This design comes from an exercise in tuning for small area, a short achievable clock period and few clock cycles per item on the open sky130 flow, not from production work. In this exercise RTL edits were held to simulation tests only and were not proved equivalent to the original. Power is estimated from default activity; no workload was simulated.

==> v9 <==
==> flow/design.v <==
package tcq_pkg;
	localparam int TICKET_W  = 16;
	localparam int MINUTE_W  = 11;
	localparam int KIND_W    = 3;
	localparam int STATUS_W  = 2;
	localparam int RUN_W     = 4;
	localparam int TDATA_W   = 32;
	localparam int PAYLOAD_W = TICKET_W + MINUTE_W;
	localparam int PAD_W     = TDATA_W - PAYLOAD_W;
	localparam int OUSER_W   = STATUS_W + 1;
	localparam logic [RUN_W-1:0] RUN_MAX     = 4'd15;
	localparam logic [RUN_W-1:0] NPP_DEFAULT = 4'd2;
	localparam logic [KIND_W-1:0] KIND_ENQ_NORMAL   = 3'd0;
	localparam logic [KIND_W-1:0] KIND_ENQ_PRIORITY = 3'd1;
	localparam logic [KIND_W-1:0] KIND_SERVE        = 3'd2;
	localparam logic [KIND_W-1:0] KIND_SEARCH       = 3'd3;
	localparam logic [KIND_W-1:0] KIND_CANCEL       = 3'd4;
	localparam logic [STATUS_W-1:0] STATUS_DONE      = 2'd0;
	localparam logic [STATUS_W-1:0] STATUS_FULL      = 2'd1;
	localparam logic [STATUS_W-1:0] STATUS_EMPTY     = 2'd2;
	localparam logic [STATUS_W-1:0] STATUS_NOT_FOUND = 2'd3;
	localparam logic CLASS_NORMAL   = 1'b0;
	localparam logic CLASS_PRIORITY = 1'b1;
	typedef struct packed {
		logic [MINUTE_W-1:0] minute;
		logic [TICKET_W-1:0] ticket;
	} entry_t;
	typedef enum logic [3:0] {
		ST_IDLE,
		ST_DECODE,
		ST_SERVE_WB,
		ST_SCAN_RD,
		ST_SCAN_CMP,
		ST_SHIFT_RD,
		ST_SHIFT_WR,
		ST_RESP
	} state_t;
	typedef struct packed {
		logic capture;
		logic enq;
		logic res_empty;
		logic res_nop;
		logic serve_rd;
		logic serve_pop;
		logic scan_start;
		logic scan_rd;
		logic scan_next;
		logic scan_adv;
		logic res_found;
		logic res_miss;
		logic shift_rd;
		logic shift_wr;
		logic remove_done;
		logic out_load;
	} cmd_t;
	typedef struct packed {
		logic [KIND_W-1:0] op;
		logic              both_empty;
		logic              scan_end;
		logic              hit;
		logic              cls;
		logic              shift_end;
		logic              out_free;
	} stat_t;
endpackage
module tcq_ram #(
	parameter int DEPTH = 16
) (
	input  logic                                clk,
	input  logic                                arst_n,
	input  logic                                enq,      
	input  logic [tcq_pkg::PAYLOAD_W-1:0]       wdata,
	input  logic [DEPTH-1:0]                    clr,      
	output logic [DEPTH-1:0]                    valid,
	output logic                                full,
	output logic [DEPTH-1:0]                    shift,    
	output logic [DEPTH*tcq_pkg::PAYLOAD_W-1:0] entries   
);
	localparam int PW = tcq_pkg::PAYLOAD_W;
	logic [PW-1:0]    mem [0:DEPTH-1];
	logic [DEPTH-1:0] valid_q;
	logic [DEPTH-1:0] below;   
	always_comb begin
		below[0] = 1'b1;
		for (int i = 1; i < DEPTH; i++) begin
			below[i] = below[i-1] & valid_q[i-1];
		end
		full  = below[DEPTH-1] & valid_q[DEPTH-1];
		shift = (enq && !full) ? below : '0;
	end
	always_ff @(posedge clk or negedge arst_n) begin
		if (!arst_n) begin
			valid_q <= '0;
		end else begin
			valid_q <= (valid_q & ~clr) | shift;
		end
	end
	always_ff @(posedge clk) begin
		if (shift[0]) begin
			mem[0] <= wdata;
		end
		for (int i = 1; i < DEPTH; i++) begin
			if (shift[i]) begin
				mem[i] <= mem[i-1];
			end
		end
	end
	always_comb begin
		for (int i = 0; i < DEPTH; i++) begin
			entries[i*PW +: PW] = mem[i];
		end
	end
	assign valid = valid_q;
endmodule
module two_class_ticket_queue_weighted_server #(
	parameter int QUEUE_DEPTH = 16
) (
	input  logic                              clk,
	input  logic                              arst_n,
	input  logic                              s_axis_tvalid,
	output logic                              s_axis_tready,
	input  logic [tcq_pkg::TDATA_W-1:0]       s_axis_tdata,
	input  logic [tcq_pkg::KIND_W-1:0]        s_axis_tuser,
	output logic                              m_axis_tvalid,
	input  logic                              m_axis_tready,
	output logic [tcq_pkg::TDATA_W-1:0]       m_axis_tdata,
	output logic [tcq_pkg::OUSER_W-1:0]       m_axis_tuser,
	input  logic                              cfg_we,
	input  logic [tcq_pkg::RUN_W-1:0]         cfg_data
);
	localparam int D  = QUEUE_DEPTH;
	localparam int PW = tcq_pkg::PAYLOAD_W;
	localparam int TW = tcq_pkg::TICKET_W;
	localparam int MW = tcq_pkg::MINUTE_W;
	localparam int RW = tcq_pkg::RUN_W;
	logic                       e_valid_q;
	logic [tcq_pkg::KIND_W-1:0] e_kind_q;
	logic [TW-1:0]              e_tk_q;
	logic [MW-1:0]              e_mn_q;
	logic [D-1:0]               e_nhit_q, e_phit_q;
	logic          turn_q;
	logic [RW-1:0] run_q, npp_q;
	logic                         r_valid_q;
	logic [tcq_pkg::STATUS_W-1:0] r_status_q;
	logic                         r_class_q;
	logic [D-1:0]                 r_nsel_q, r_psel_q;
	logic                         o_valid_q;
	logic [tcq_pkg::STATUS_W-1:0] o_status_q;
	logic                         o_class_q;
	logic [PW-1:0]                o_data_q;
	logic [D-1:0]    nv, pv, nclr, pclr, nshift, pshift;
	logic            nfull, pfull, nenq, penq;
	logic [D*PW-1:0] nent, pent;
	logic fire_o, fire_e, accept;
	assign fire_o        = r_valid_q && (!o_valid_q || m_axis_tready);
	assign fire_e        = e_valid_q && (!r_valid_q || fire_o);
	assign s_axis_tready = !e_valid_q || fire_e;
	assign accept        = s_axis_tvalid && s_axis_tready;
	function automatic [D-1:0] top1(input logic [D-1:0] x);
		logic above;
		above = 1'b0;
		for (int i = D - 1; i >= 0; i--) begin
			top1[i] = x[i] && !above;
			above   = above || x[i];
		end
	endfunction
	logic [TW-1:0] in_tk;
	logic [D-1:0]  in_neq, in_peq, in_nhit, in_phit;
	logic          in_eq_new;
	always_comb begin
		in_tk     = s_axis_tdata[TW-1:0];
		in_eq_new = (e_tk_q == in_tk);
		for (int i = 0; i < D; i++) begin
			in_neq[i] = (nent[i*PW +: TW] == in_tk);
			in_peq[i] = (pent[i*PW +: TW] == in_tk);
		end
		in_nhit[0] = nshift[0] ? in_eq_new : in_neq[0];
		in_phit[0] = pshift[0] ? in_eq_new : in_peq[0];
		for (int i = 1; i < D; i++) begin
			in_nhit[i] = nshift[i] ? in_neq[i-1] : in_neq[i];
			in_phit[i] = pshift[i] ? in_peq[i-1] : in_peq[i];
		end
	end
	logic          is_enq, is_serve, is_scan, is_cancel;
	logic [D-1:0]  nmatch, pmatch, nold, pold, nsel, psel;
	logic          nany, pany, nempty, pempty, pick_p;
	logic [RW-1:0] run_inc;
	logic          n_left_empty;
	logic [tcq_pkg::STATUS_W-1:0] x_status;
	logic          x_class;
	always_comb begin
		is_enq    = (e_kind_q == tcq_pkg::KIND_ENQ_NORMAL) || (e_kind_q == tcq_pkg::KIND_ENQ_PRIORITY);
		is_serve  = (e_kind_q == tcq_pkg::KIND_SERVE);
		is_scan   = (e_kind_q == tcq_pkg::KIND_SEARCH) || (e_kind_q == tcq_pkg::KIND_CANCEL);
		is_cancel = (e_kind_q == tcq_pkg::KIND_CANCEL);
		nmatch = e_nhit_q & nv;
		pmatch = e_phit_q & pv;
		nany   = |nmatch;
		pany   = |pmatch;
		nempty = !(|nv);
		pempty = !(|pv);
		nold   = top1(nv);
		pold   = top1(pv);
		pick_p = (turn_q && !pempty) || nempty;
		nsel = '0;
		psel = '0;
		if (is_serve) begin
			if (pick_p) psel = pold;
			else        nsel = nold;
		end else if (is_scan) begin
			if (nany) nsel = top1(nmatch);
			else      psel = top1(pmatch);
		end
		x_status = tcq_pkg::STATUS_DONE;
		x_class  = tcq_pkg::CLASS_NORMAL;
		if (is_enq) begin
			x_class  = e_kind_q[0];
			x_status = (e_kind_q[0] ? pfull : nfull) ? tcq_pkg::STATUS_FULL : tcq_pkg::STATUS_DONE;
		end else if (is_serve) begin
			if (nempty && pempty) x_status = tcq_pkg::STATUS_EMPTY;
			else                  x_class  = pick_p;
		end else if (is_scan) begin
			if (nany)      x_class  = tcq_pkg::CLASS_NORMAL;
			else if (pany) x_class  = tcq_pkg::CLASS_PRIORITY;
			else           x_status = tcq_pkg::STATUS_NOT_FOUND;
		end
		nenq = fire_e && is_enq && !e_kind_q[0];
		penq = fire_e && is_enq &&  e_kind_q[0];
		nclr = (fire_e && (is_serve || is_cancel)) ? nsel : '0;
		pclr = (fire_e && (is_serve || is_cancel)) ? psel : '0;
		run_inc      = (run_q != tcq_pkg::RUN_MAX) ? run_q + 1'b1 : run_q;
		n_left_empty = !(|(nv & ~nold));
	end
	tcq_ram #(.DEPTH(D)) u_normal (
		.clk     (clk),
		.arst_n  (arst_n),
		.enq     (nenq),
		.wdata   ({e_mn_q, e_tk_q}),
		.clr     (nclr),
		.valid   (nv),
		.full    (nfull),
		.shift   (nshift),
		.entries (nent)
	);
	tcq_ram #(.DEPTH(D)) u_priority (
		.clk     (clk),
		.arst_n  (arst_n),
		.enq     (penq),
		.wdata   ({e_mn_q, e_tk_q}),
		.clr     (pclr),
		.valid   (pv),
		.full    (pfull),
		.shift   (pshift),
		.entries (pent)
	);
	logic [PW-1:0] r_data;
	always_comb begin
		r_data = '0;
		for (int i = 0; i < D; i++) begin
			r_data = r_data | ({PW{r_nsel_q[i]}} & nent[i*PW +: PW])
				| ({PW{r_psel_q[i]}} & pent[i*PW +: PW]);
		end
	end
	always_ff @(posedge clk or negedge arst_n) begin
		if (!arst_n) begin
			e_valid_q <= 1'b0;
			r_valid_q <= 1'b0;
			o_valid_q <= 1'b0;
			turn_q    <= 1'b1;
			run_q     <= '0;
			npp_q     <= tcq_pkg::NPP_DEFAULT;
		end else begin
			if (cfg_we) begin
				npp_q <= cfg_data;
			end
			if (s_axis_tready) begin
				e_valid_q <= s_axis_tvalid;
			end
			if (fire_e) begin
				r_valid_q <= 1'b1;
			end else if (fire_o) begin
				r_valid_q <= 1'b0;
			end
			if (fire_o) begin
				o_valid_q <= 1'b1;
			end else if (m_axis_tready) begin
				o_valid_q <= 1'b0;
			end
			if (fire_e && is_serve && !(nempty && pempty)) begin
				if (pick_p) begin
					turn_q <= nempty;
					run_q  <= '0;
				end else begin
					turn_q <= turn_q || (run_inc >= npp_q) || n_left_empty;
					run_q  <= run_inc;
				end
			end
		end
	end
	always_ff @(posedge clk) begin
		if (accept) begin
			e_kind_q <= s_axis_tuser;
			e_tk_q   <= in_tk;
			e_mn_q   <= s_axis_tdata[PW-1:TW];
			e_nhit_q <= in_nhit;
			e_phit_q <= in_phit;
		end
		if (fire_e) begin
			r_status_q <= x_status;
			r_class_q  <= x_class;
			r_nsel_q   <= nsel;
			r_psel_q   <= psel;
		end
		if (fire_o) begin
			o_status_q <= r_status_q;
			o_class_q  <= r_class_q;
			o_data_q   <= r_data;
		end
	end
	assign m_axis_tvalid = o_valid_q;
	assign m_axis_tdata  = {{tcq_pkg::PAD_W{1'b0}}, o_data_q};
	assign m_axis_tuser  = {o_class_q, o_status_q};
endmodule
==> flow/run.sh <==
#!/bin/bash
# synth_recipe.tcl (not shown) runs the flow's synth.tcl, then flattens the netlist and writes it again
# the make line also repeats each setting of config.mk as NAME=value (left out here)
make -C /OpenROAD-flow-scripts/flow DESIGN_CONFIG=/design/flow/config.mk WORK_HOME=/design/flow/orfs CLKGATE_MAP_FILE= SYNTH_SCRIPT=/design/flow/synth_recipe.tcl finish
==> flow/config.mk <==
export PLATFORM = sky130hd
export DESIGN_NAME = two_class_ticket_queue_weighted_server
export DESIGN_NICKNAME = two_class_ticket_queue_weighted_server
export VERILOG_FILES = /design/flow/design.v
export SDC_FILE = /design/flow/constraint.sdc
export NUM_CORES = 4
export LEC_CHECK = 0
export CAP_MARGIN = 20
export CORE_MARGIN = 2
export CORE_UTILIZATION = 40
export SLEW_MARGIN = 20
==> flow/constraint.sdc <==
create_clock -name core_clock -period 5.0 [get_ports {clk}]
set_input_delay 1.0000 -clock core_clock [delete_from_list [all_inputs] [get_ports {clk}]]
set_output_delay 1.0000 -clock core_clock [all_outputs]
set_load 0.01 [all_outputs]
==> inputs of v18, as changes to v9 <==
ABC_CLOCK_PERIOD_IN_PS = 2500   (was unset)
CORE_UTILIZATION = 50   (was 40)
SETUP_SLACK_MARGIN = 2.0   (was unset)
==> results.txt <==
Status: v9 finished clean; v18 finished clean
Vias in the first global route: v9 30415; v18 29759
Clock period minus worst slack: v9 3790 ps; v18 3160 ps
Total Routing Usage GR: v9 33.6%; v18 39.8%
Final Non-Filler Cells: v9 4630; v18 4312
DP Worst Slack: v9 905 ps; v18 902 ps
Comb power frac: v9 9.4%; v18 9.5%
Met2 capacity usage during global routing: v9 49.5%; v18 59.5%
Number of clock buffers inserted by TritonCTS: v9 110; v18 107
Area of the multi-input gates: v9 0.0128 mm2; v18 0.0129 mm2
Slowest cell on the critical path: v9 sky130_fd_sc_hd__nor4_1; v18 sky130_fd_sc_hd__dfrtp_1
Detailed-routed wire length on met3: v9 29300 um; v18 27300 um
Routed length on met1: v9 66900 um; v18 63700 um
Clock network fraction of design power: v9 41.9%; v18 40.3%
Area of the core: v9 0.110 mm2; v18 0.0881 mm2
Reg-to-reg startpoint: v9 u_normal.valid_q[2]$_DFF_PN0_; v18 u_normal.valid_q[5]$_DFF_PN0_
P per Cell Area: v9 397 mW/mm2; v18 391 mW/mm2
CP peak stage delay: v9 820 ps; v18 650 ps
Leak pwr: v9 0.0167 uW; v18 0.0166 uW
Sequential Power: v9 9870 uW; v18 9920 uW
Count of TritonRoute iterations in the first routing pass: v9 7; v18 6
Testbench counts of v9, summed over its fixed seeds: cycles 4,824, ops 4,800.
Testbench counts of v18, summed over its fixed seeds: cycles 4,824, ops 4,800.

[what the ideal ports hide]
No port has a modelled driver above. Below, the same layouts with a new extraction and two added sets of constraints. Step 1, drivers: a clkbuf_16 drives clk and a buf_2 each remaining input, both assumed. Step 2 times the ports against the registers' clock, not the clock port: input delays grow and output delays shrink by t, the midpoint of the rising clock arrivals with the driver on. a / b / c = no drivers / after step 1 / after step 2; a / b = the first two.
run	t (ns)	slack for setup (ns)	clock arrival spread, ns
v9	0.786	1.214 / 1.214 / 0.749	0.036 / 0.035
v18	0.774	1.838 / 1.838 / 1.131	0.034 / 0.034
After both steps every run listed still meets setup and hold. The setup slack of v18, which loses most, moves by 0.000 ns with the drivers and by -0.707 ns with both steps.
